This design comes from an exercise in tuning for small area on the open sky130 flow, not from production work.
RTL that was checked went through simulation tests only; none was proved equivalent to the original.
Power and IR drop assume default switching activity.

v6:
Design resample_interp, start of the top module:
module resample_interp #(
    parameter int SYM_WIDTH = 1,
    parameter int INT_WIDTH = 1,
    parameter int DEC_WIDTH = 14,
    parameter int MU_WIDTH  = 8,
    parameter int DEPTH     = 8,
    parameter int CNT_WIDTH = 16,
    localparam int DW = SYM_WIDTH + INT_WIDTH + DEC_WIDTH,
    localparam int LW = $clog2(DEPTH) + 1
) (
    input  logic                 clk,
    input  logic                 rst,
    input  logic                 flush,
    input  logic                 in_valid,
    input  logic [DW-1:0]        in_i,
    input  logic [DW-1:0]        in_q,
    input  logic                 mk,
    input  logic [MU_WIDTH-1:0]  mu,
    input  logic                 mode,
    input  logic                 out_ready,
    output logic                 out_valid,
    output logic [DW-1:0]        out_i,
    output logic [DW-1:0]        out_q,
    output logic [LW-1:0]        fifo_level,
    output logic                 overflow,
    output logic [CNT_WIDTH-1:0] sym_cnt
);
For scale: about 1600 cells after synthesis, ~100 I/O pins, about 23000 µm² of cells after synthesis.
clock: 6.0 ns
lec_check: 0
cap_margin: 20
core_margin: 2
core_utilization: 70
place_density: 0.8
slew_margin: 20
synth_hierarchical: 1
synth_minimum_keep_size: 0
standard.sh (not shown) runs the stock make flow with config.mk's settings and CLKGATE_MAP_FILE= SYNTH_SCRIPT=/design/flow/synth_recipe.tcl, a recipe that flattens the netlist after the stock synthesis.
==> flow/flow/run.sh <==
#!/bin/bash
# Layout flow: the standard ORFS flow (standard.sh, synthesis unchanged)
# with two changes to the layout steps:
#   * port buffers use the smallest buffer (buf_1) instead of the resizer's
#     default choice; every input and output port still gets a buffer;
#   * clock tree synthesis runs without dummy loads and builds the tree from
#     clkbuf_8 cells with sink clusters of at most 20 flip-flops.
# Each tool's full output is in orfs/logs/ (one log per step); make's own
# output goes to flow_make.log in the work folder.
set -euo pipefail
export BUFFER_PORTS_ARGS="-buffer_cell sky130_fd_sc_hd__buf_1"
export CTS_ARGS="-sink_clustering_enable -repair_clock_nets -dont_use_dummy_load -buf_list sky130_fd_sc_hd__clkbuf_8 -sink_clustering_size 20 -sink_clustering_max_diameter 50"
bash standard.sh > flow_make.log 2>&1
The inputs of v7 differ from those of v6 as listed below.
- CORE_UTILIZATION: 70 -> 65
- PLACE_DENSITY: 0.8 -> 0.75
==> run notes <==
Both conditions hold for v7: the flow ran to the end and the final layout passed the timing, DRC and antenna checks.
Between v6 and v7, the flow reports die area increasing by a little under 10%.
v7 vs v6: area overhead of the layout relative to synthesis down in v7
v6 → v7: final-stage net count shrank by 0.31%, routed wire length moved down, cell count rose by 7, placement-stage worst setup slack shows an increase of 30 ps, xor/xnor share of the synthesized area level.
[compare] base=v6 new=v7: core occupancy in the finished layout moved down, worst hold slack across all endpoints has decreased, setup slack now larger.

Another version of the RTL of resample_interp (not shown whole).
For scale: about 1500 cells after synthesis, ~420 flip-flops, roughly 100 I/O pins, roughly 0.023 mm² of cells after synthesis.
==> flow/design.v (excerpt) <==
module resample_interp #(
    parameter int SYM_WIDTH = 1,
    parameter int INT_WIDTH = 1,
    parameter int DEC_WIDTH = 14,
    parameter int MU_WIDTH  = 8,
    parameter int DEPTH     = 8,
    parameter int CNT_WIDTH = 16,
    localparam int DW = SYM_WIDTH + INT_WIDTH + DEC_WIDTH,
    localparam int LW = $clog2(DEPTH) + 1
) (
    input  logic                 clk,
    input  logic                 rst,
    input  logic                 flush,
    input  logic                 in_valid,
    input  logic [DW-1:0]        in_i,
    input  logic [DW-1:0]        in_q,
    input  logic                 mk,
    input  logic [MU_WIDTH-1:0]  mu,
    input  logic                 mode,
    input  logic                 out_ready,
    output logic                 out_valid,
    output logic [DW-1:0]        out_i,
    output logic [DW-1:0]        out_q,
    output logic [LW-1:0]        fifo_level,
    output logic                 overflow,
    output logic [CNT_WIDTH-1:0] sym_cnt
);
    localparam int AW = $clog2(DEPTH);
    localparam logic [DW-1:0] SGN = DW'(1) << (DW - 1);
    logic                 strobe;
    logic                 x_zero;
    logic [DW-1:0]        x_i, x_q;
  ...
clock: 6.0 ns
lec_check: 0
cap_margin: 5
core_margin: 2
core_utilization: 65
place_density: 0.75
slew_margin: 5
synth_hierarchical: 1
synth_minimum_keep_size: 0
==> flow/flow/run.sh <==
#!/bin/bash
# Layout flow: the standard ORFS flow (standard.sh, unchanged synthesis)
# with two changes to the layout steps:
#   * port buffers use the smallest buffer (buf_1) instead of the resizer's
#     default choice; every input and output port still gets a buffer;
#   * clock tree synthesis runs without dummy loads, with the same clustering
#     settings as config.mk.
# Each tool's full output is in orfs/logs/ (one log per step); make's own
# output goes to flow_make.log in the work folder.
set -euo pipefail
export BUFFER_PORTS_ARGS="-buffer_cell sky130_fd_sc_hd__buf_1"
export CTS_ARGS="-sink_clustering_enable -repair_clock_nets -dont_use_dummy_load -buf_list sky130_fd_sc_hd__clkbuf_16 -sink_clustering_size 25 -sink_clustering_max_diameter 80"
bash standard.sh > flow_make.log 2>&1
The first run finished clean.
==> next run, changes <==
Settings changed: CAP_MARGIN 5 to 20, CORE_UTILIZATION 65 to 40, CTS_BUF_LIST from default to sky130_fd_sc_hd__clkbuf_16, CTS_CLUSTER_DIAMETER from default to 80, CTS_CLUSTER_SIZE from default to 25, PLACE_DENSITY 0.75 to 0.6, SLEW_MARGIN 5 to 20.
Effect: Routed wire length is higher by 10%; setup slack degrades by 0.19 ns; clock skew shrinks by 0.022 ns; global-route usage fell by 9.4 points; utilization drops by 26 points; final area rose by 2.0%; register-to-register slack gets worse by 0.19 ns.
==> next run, changes <==
--- a/flow/flow/run.sh
+++ b/flow/flow/run.sh
@@ -10,4 +10,4 @@
 set -euo pipefail
 export BUFFER_PORTS_ARGS="-buffer_cell sky130_fd_sc_hd__buf_1"
-export CTS_ARGS="-sink_clustering_enable -repair_clock_nets -dont_use_dummy_load -buf_list sky130_fd_sc_hd__clkbuf_16 -sink_clustering_size 25 -sink_clustering_max_diameter 80"
+export CTS_ARGS="-sink_clustering_enable -repair_clock_nets -dont_use_dummy_load -buf_list sky130_fd_sc_hd__clkbuf_16 -sink_clustering_size 32 -sink_clustering_max_diameter 60"
 bash standard.sh > flow_make.log 2>&1
Settings changed: CORE_UTILIZATION 40 to 65, CTS_BUF_LIST sky130_fd_sc_hd__clkbuf_16 to default, CTS_CLUSTER_DIAMETER 80 to default, CTS_CLUSTER_SIZE 25 to default, PLACE_DENSITY 0.6 to 0.75.
The new run went through all stages and came out clean.
Via count went up by 1.1%.
Final cell count drops by 13%.
Total power falls by 1.6%.
Worst setup slack improves by 0.24 ns.
Clock-buffer cell count is unchanged.
==> next run, changes <==
--- a/flow/flow/run.sh
+++ b/flow/flow/run.sh
@@ -10,4 +10,4 @@
 set -euo pipefail
 export BUFFER_PORTS_ARGS="-buffer_cell sky130_fd_sc_hd__buf_1"
-export CTS_ARGS="-sink_clustering_enable -repair_clock_nets -dont_use_dummy_load -buf_list sky130_fd_sc_hd__clkbuf_16 -sink_clustering_size 32 -sink_clustering_max_diameter 60"
+export CTS_ARGS="-sink_clustering_enable -repair_clock_nets -dont_use_dummy_load -buf_list sky130_fd_sc_hd__clkbuf_16 -sink_clustering_size 25 -sink_clustering_max_diameter 80"
 bash standard.sh > flow_make.log 2>&1
Effect: Core utilization shrinks by 0.22 points. Maximum frequency shrinks by 0.95%. Sequential share of layout area grows by 0.15 points. Die area does not change. Cell area shrinks by 0.31%. Clock skew grows by 0.035 ns. Setup slack got worse by 0.052 ns. First-iteration DRC count shrinks by about 11%. Worst hold slack stays flat. Clock-buffer cell count shrinks by 3. Clock power shrinks by about 6%.

Another version of the RTL of resample_interp (not shown whole).
Size in the first run: roughly 1500 cells after synthesis, about 420 flip-flops, about 100 I/O pins, roughly 0.023 mm2 of cells after synthesis.
Settings: LEC_CHECK=0, CAP_MARGIN=20, CORE_MARGIN=2, CORE_UTILIZATION=55, PLACE_DENSITY=0.65, SLEW_MARGIN=20, SYNTH_HIERARCHICAL=1, SYNTH_MINIMUM_KEEP_SIZE=0; clock period 6.0 ns.
==> flow/flow/run.sh <==
#!/bin/bash
# Layout flow: the standard ORFS flow (standard.sh, unchanged synthesis)
# with two changes to the layout steps:
#   * port buffers use the smallest buffer (buf_1) instead of the resizer's
#     default choice; every input and output port still gets a buffer;
#   * clock tree synthesis runs without dummy loads, with the same clustering
#     settings as config.mk.
# Each tool's full output is in orfs/logs/ (one log per step); make's own
# output goes to flow_make.log in the work folder.
set -euo pipefail
export BUFFER_PORTS_ARGS="-buffer_cell sky130_fd_sc_hd__buf_1"
export CTS_ARGS="-sink_clustering_enable -repair_clock_nets -dont_use_dummy_load -buf_list sky130_fd_sc_hd__clkbuf_8 -sink_clustering_size 20 -sink_clustering_max_diameter 50"
bash standard.sh > flow_make.log 2>&1
The baseline completed without violations.
Next try:
==> flow/flow/run.sh (replaced) <==
#!/bin/bash
# Layout flow: the standard ORFS flow (standard.sh) with the standard
# synthesis unchanged, and these changes to the layout steps only:
#   * port buffers use the smallest buffer (buf_1); every input and output
#     port still gets its buffer;
#   * clock tree synthesis without dummy loads, clkbuf_8 tree buffers;
#   * placement-time repair may not use the large buffers (buf_4 and up).
# Each ORFS step writes its full log under orfs/logs/; make's output goes to
# make_synth.log and make_layout.log in the work folder.
set -euo pipefail
bash standard.sh synth > make_synth.log 2>&1
export BUFFER_PORTS_ARGS="-buffer_cell sky130_fd_sc_hd__buf_1"
export CTS_ARGS="-sink_clustering_enable -repair_clock_nets -dont_use_dummy_load -buf_list sky130_fd_sc_hd__clkbuf_8 -sink_clustering_size 20 -sink_clustering_max_diameter 50"
export DONT_USE_CELLS="sky130_fd_sc_hd__buf_4 sky130_fd_sc_hd__buf_6 sky130_fd_sc_hd__buf_8 sky130_fd_sc_hd__buf_12 sky130_fd_sc_hd__buf_16 sky130_fd_sc_hd__bufbuf_8 sky130_fd_sc_hd__bufbuf_16"
bash standard.sh > make_layout.log 2>&1
--- a/flow/config.mk
+++ b/flow/config.mk
@@ -9,4 +9,4 @@
 export CORE_MARGIN = 2
-export CORE_UTILIZATION = 55
-export PLACE_DENSITY = 0.65
+export CORE_UTILIZATION = 65
+export PLACE_DENSITY = 0.75
 export SLEW_MARGIN = 20
What happened:
- The new run finished with timing, DRC and antenna clean
- sequential power is about the same
- routed wire length fell by about 1.5%
- first-iteration DRC count fell by about 1.1%
Next try:
==> flow/flow/run.sh (replaced) <==
#!/bin/bash
# Layout flow: the standard ORFS flow (standard.sh, unchanged synthesis)
# with two changes to the layout steps:
#   * port buffers use the smallest buffer (buf_1) instead of the resizer's
#     default choice; every input and output port still gets a buffer;
#   * clock tree synthesis runs without dummy loads, with the same clustering
#     settings as config.mk.
# Each tool's full output is in orfs/logs/ (one log per step); make's own
# output goes to flow_make.log in the work folder.
set -euo pipefail
export BUFFER_PORTS_ARGS="-buffer_cell sky130_fd_sc_hd__buf_1"
export CTS_ARGS="-sink_clustering_enable -repair_clock_nets -dont_use_dummy_load -buf_list sky130_fd_sc_hd__clkbuf_8 -sink_clustering_size 20 -sink_clustering_max_diameter 50"
bash standard.sh > flow_make.log 2>&1
--- a/flow/config.mk
+++ b/flow/config.mk
@@ -10,2 +10,4 @@
 export CORE_UTILIZATION = 65
+export GPL_ROUTABILITY_DRIVEN = 0
+export GPL_TIMING_DRIVEN = 0
 export PLACE_DENSITY = 0.75
Effect: The changed run finished with timing, DRC and antenna clean; final area climbs by 1.7%; power came out lower by 0.73%; clock skew went up by 0.014 ns.
Next try:
--- a/flow/config.mk
+++ b/flow/config.mk
@@ -10,4 +10,2 @@
 export CORE_UTILIZATION = 65
-export GPL_ROUTABILITY_DRIVEN = 0
-export GPL_TIMING_DRIVEN = 0
 export PLACE_DENSITY = 0.75
After rerunning: Clock skew is lower by 0.014 ns. Routed wire length is lower by 1.4%. Final area is lower by about 1.7%. Cell count is lower by about 3.2%.
No run of this note included a check of the RTL's function; only the layout flow was run.

Another version of the RTL of resample_interp (not shown whole).
Size: about 1500 cells after synthesis, about 23000 um^2 of cells after synthesis.
export LEC_CHECK = 0
export CAP_MARGIN = 20
export CORE_MARGIN = 2
export CORE_UTILIZATION = 65
export PLACE_DENSITY = 0.75
export SLEW_MARGIN = 20
export SYNTH_HIERARCHICAL = 1
export SYNTH_MINIMUM_KEEP_SIZE = 0
create_clock -name core_clock -period 6.0 [get_ports {clk}]
==> flow/flow/run.sh <==
#!/bin/bash
# Layout flow: the standard ORFS flow (standard.sh, synthesis unchanged)
# with two changes to the layout steps:
#   * port buffers use the smallest buffer (buf_1) instead of the resizer's
#     default choice; every input and output port still gets a buffer;
#   * clock tree synthesis runs without dummy loads and builds the tree from
#     clkbuf_8 cells with sink clusters of at most 20 flip-flops.
# Each tool's full output is in orfs/logs/ (one log per step); make's own
# output goes to flow_make.log in the work folder.
set -euo pipefail
export BUFFER_PORTS_ARGS="-buffer_cell sky130_fd_sc_hd__buf_1"
export CTS_ARGS="-sink_clustering_enable -repair_clock_nets -dont_use_dummy_load -buf_list sky130_fd_sc_hd__clkbuf_8 -sink_clustering_size 20 -sink_clustering_max_diameter 50"
bash standard.sh > flow_make.log 2>&1
Edit:
--- a/flow/flow/run.sh
+++ b/flow/flow/run.sh
@@ -12 +12 @@
-export CTS_ARGS="-sink_clustering_enable -repair_clock_nets -dont_use_dummy_load -buf_list sky130_fd_sc_hd__clkbuf_8 -sink_clustering_size 20 -sink_clustering_max_diameter 50"
+export CTS_ARGS='-sink_clustering_enable -repair_clock_nets -dont_use_dummy_load -buf_list {sky130_fd_sc_hd__clkbuf_4 sky130_fd_sc_hd__clkbuf_8} -sink_clustering_buffer sky130_fd_sc_hd__clkbuf_8 -sink_clustering_size 20 -sink_clustering_max_diameter 50'
Outcome: Worst setup slack does not change; core utilization is unchanged; cell count does not change; cell area does not change; routed wire length does not change; fmax stays the same; sequential power is about the same; clock power is about the same; die area is unchanged; clock-buffer cell count is unchanged; hold slack stays the same.
No run of this note included a check of the RTL's function; only the layout flow was run.

RTL: one of the versions met above, not the one the previous note started from.
For scale: ~1500 cells after synthesis, roughly 420 flip-flops, about 100 I/O pins.
Settings: LEC_CHECK=0, CAP_MARGIN=20, CORE_MARGIN=2, CORE_UTILIZATION=65, PLACE_DENSITY=0.75, SLEW_MARGIN=20, SYNTH_HIERARCHICAL=1, SYNTH_MINIMUM_KEEP_SIZE=0; clock period 6.0 ns.
==> flow/flow/run.sh <==
#!/bin/bash
# Layout flow: the standard ORFS flow (standard.sh, unchanged synthesis)
# with two changes to the layout steps:
#   * port buffers use the smallest buffer (buf_1) instead of the resizer's
#     default choice; every input and output port still gets a buffer;
#   * clock tree synthesis runs without dummy loads, with the same clustering
#     settings as config.mk.
# Each tool's full output is in orfs/logs/ (one log per step); make's own
# output goes to flow_make.log in the work folder.
set -euo pipefail
export BUFFER_PORTS_ARGS="-buffer_cell sky130_fd_sc_hd__buf_1"
export CTS_ARGS="-sink_clustering_enable -repair_clock_nets -dont_use_dummy_load -buf_list sky130_fd_sc_hd__clkbuf_16 -sink_clustering_size 25 -sink_clustering_max_diameter 80 -balance_levels"
bash standard.sh > flow_make.log 2>&1
Next try:
--- a/flow/flow/run.sh
+++ b/flow/flow/run.sh
@@ -10,4 +10,4 @@
 set -euo pipefail
 export BUFFER_PORTS_ARGS="-buffer_cell sky130_fd_sc_hd__buf_1"
-export CTS_ARGS="-sink_clustering_enable -repair_clock_nets -dont_use_dummy_load -buf_list sky130_fd_sc_hd__clkbuf_16 -sink_clustering_size 25 -sink_clustering_max_diameter 80 -balance_levels"
+export CTS_ARGS="-sink_clustering_enable -repair_clock_nets -dont_use_dummy_load -buf_list sky130_fd_sc_hd__clkbuf_8 -sink_clustering_size 20 -sink_clustering_max_diameter 50"
 bash standard.sh > flow_make.log 2>&1
- CORE_UTILIZATION: 65 -> 80
- PLACE_DENSITY: 0.75 -> 0.9
Effect: Routed wire length rises by 3.3%; design area falls by about 1.1%; synthesized cell count stays the same; die area falls by about 18%; final cell count falls by about 3.7%; non-clock buffer count falls by 7; utilization rises by 16 points; first-iteration DRC count rises by 77%; global-route usage rises by 7.2 points.
Next try:
--- a/flow/flow/run.sh
+++ b/flow/flow/run.sh
@@ -10,4 +10,4 @@
 set -euo pipefail
 export BUFFER_PORTS_ARGS="-buffer_cell sky130_fd_sc_hd__buf_1"
-export CTS_ARGS="-sink_clustering_enable -repair_clock_nets -dont_use_dummy_load -buf_list sky130_fd_sc_hd__clkbuf_8 -sink_clustering_size 20 -sink_clustering_max_diameter 50"
+export CTS_ARGS="-sink_clustering_enable -repair_clock_nets -dont_use_dummy_load -buf_list sky130_fd_sc_hd__clkbuf_4 -sink_clustering_size 10 -sink_clustering_max_diameter 35"
 bash standard.sh > flow_make.log 2>&1
- CORE_UTILIZATION: 80 -> 65
- PLACE_DENSITY: 0.9 -> 0.75
Area after synthesis does not change.
Clock-buffer cell count came out higher by 37.
Worst setup slack gets better by 0.089 ns.
Next try:
--- a/flow/flow/run.sh
+++ b/flow/flow/run.sh
@@ -10,4 +10,4 @@
 set -euo pipefail
 export BUFFER_PORTS_ARGS="-buffer_cell sky130_fd_sc_hd__buf_1"
-export CTS_ARGS="-sink_clustering_enable -repair_clock_nets -dont_use_dummy_load -buf_list sky130_fd_sc_hd__clkbuf_4 -sink_clustering_size 10 -sink_clustering_max_diameter 35"
+export CTS_ARGS="-sink_clustering_enable -repair_clock_nets -dont_use_dummy_load -buf_list sky130_fd_sc_hd__clkbuf_8 -sink_clustering_size 22 -sink_clustering_max_diameter 45"
 bash standard.sh > flow_make.log 2>&1
The changed run finished with timing, DRC and antenna clean; power rose by 0.46%; routed wire length fell by 0.46%; sequential cell count stays the same; die area does not change; clock power rose by about 4%; register-to-register slack is better by 0.04 ns; worst setup slack is better by 0.042 ns; non-clock buffer count is unchanged; cell area is about the same; hold slack is better by 0.0087 ns.
No run of this note included a check of the RTL's function; only the layout flow was run.

-- re-timing with driven ports --
No port has a modelled driver above. Below, the same layouts with a new extraction and two added sets of constraints. Step 1 (the two cells are an assumption about what drives the block):
set clk [get_ports {clk}]
set_driving_cell -lib_cell sky130_fd_sc_hd__clkbuf_16 $clk
set_driving_cell -lib_cell sky130_fd_sc_hd__buf_2 [delete_from_list [all_inputs] $clk]
Step 2 adds t to the input delays and takes it off the output delays; t is the mean of the earliest and latest rising clock arrival at the registers after step 1. Input paths then give back, and output paths get back, about the clock's delay inside the block. a / b / c = ideal / step 1 / step 2; a / b = the first two.
| run | t, ns | setup WS [ns] | hold slack, ns | slew at the worst register clock pin (ns) | worst data-port slew with drivers (ns) |
|---|---|---|---|---|---|
| v6 | 0.588 | 0.594 / 0.594 / 0.594 | 0.258 / 0.258 / 0.258 | 0.11 / 0.11 | 0.05 |
| v7 | 0.649 | 0.652 / 0.652 / 0.652 | 0.253 / 0.253 / 0.253 | 0.11 / 0.11 | 0.06 |
| the first run of note 2 | 0.564 | 0.543 / 0.543 / 0.543 | 0.331 / 0.331 / 0.331 | 0.09 / 0.09 | 0.09 |
| the second run of note 2 | 0.603 | 0.354 / 0.354 / 0.354 | 0.329 / 0.329 / 0.329 | 0.09 / 0.09 | 0.07 |
| the third run of note 2 | 0.586 | 0.596 / 0.596 / 0.596 | 0.328 / 0.328 / 0.328 | 0.10 / 0.10 | 0.08 |
| the fourth run of note 2 | 0.564 | 0.544 / 0.544 / 0.544 | 0.330 / 0.330 / 0.330 | 0.09 / 0.09 | 0.09 |
| the first run of note 3 | 0.631 | 0.449 / 0.449 / 0.449 | 0.266 / 0.266 / 0.266 | 0.11 / 0.11 | 0.07 |
| the second run of note 3 | 0.637 | 0.462 / 0.462 / 0.462 | 0.297 / 0.297 / 0.297 | 0.11 / 0.11 | 0.06 |
| the third run of note 3 | 0.628 | 0.213 / 0.213 / 0.213 | 0.265 / 0.265 / 0.265 | 0.11 / 0.11 | 0.04 |
| the fourth run of note 3 | 0.637 | 0.462 / 0.462 / 0.462 | 0.297 / 0.297 / 0.297 | 0.11 / 0.11 | 0.06 |
| the first run of note 4 | 0.608 | 0.483 / 0.483 / 0.483 | 0.213 / 0.213 / 0.213 | 0.11 / 0.11 | 0.07 |
| the second run of note 4 | 0.608 | 0.483 / 0.483 / 0.483 | 0.213 / 0.213 / 0.213 | 0.11 / 0.11 | 0.07 |
| the first run of note 5 | 0.590 | 0.471 / 0.471 / 0.471 | 0.304 / 0.304 / 0.304 | 0.10 / 0.10 | 0.06 |
| the second run of note 5 | 0.662 | 0.363 / 0.363 / 0.363 | 0.295 / 0.295 / 0.295 | 0.12 / 0.12 | 0.07 |
| the third run of note 5 | 0.786 | 0.452 / 0.452 / 0.452 | 0.277 / 0.277 / 0.277 | 0.10 / 0.10 | 0.06 |
| the fourth run of note 5 | 0.643 | 0.494 / 0.494 / 0.494 | 0.286 / 0.286 / 0.286 | 0.12 / 0.12 | 0.06 |
After both steps every run listed still meets setup and hold.
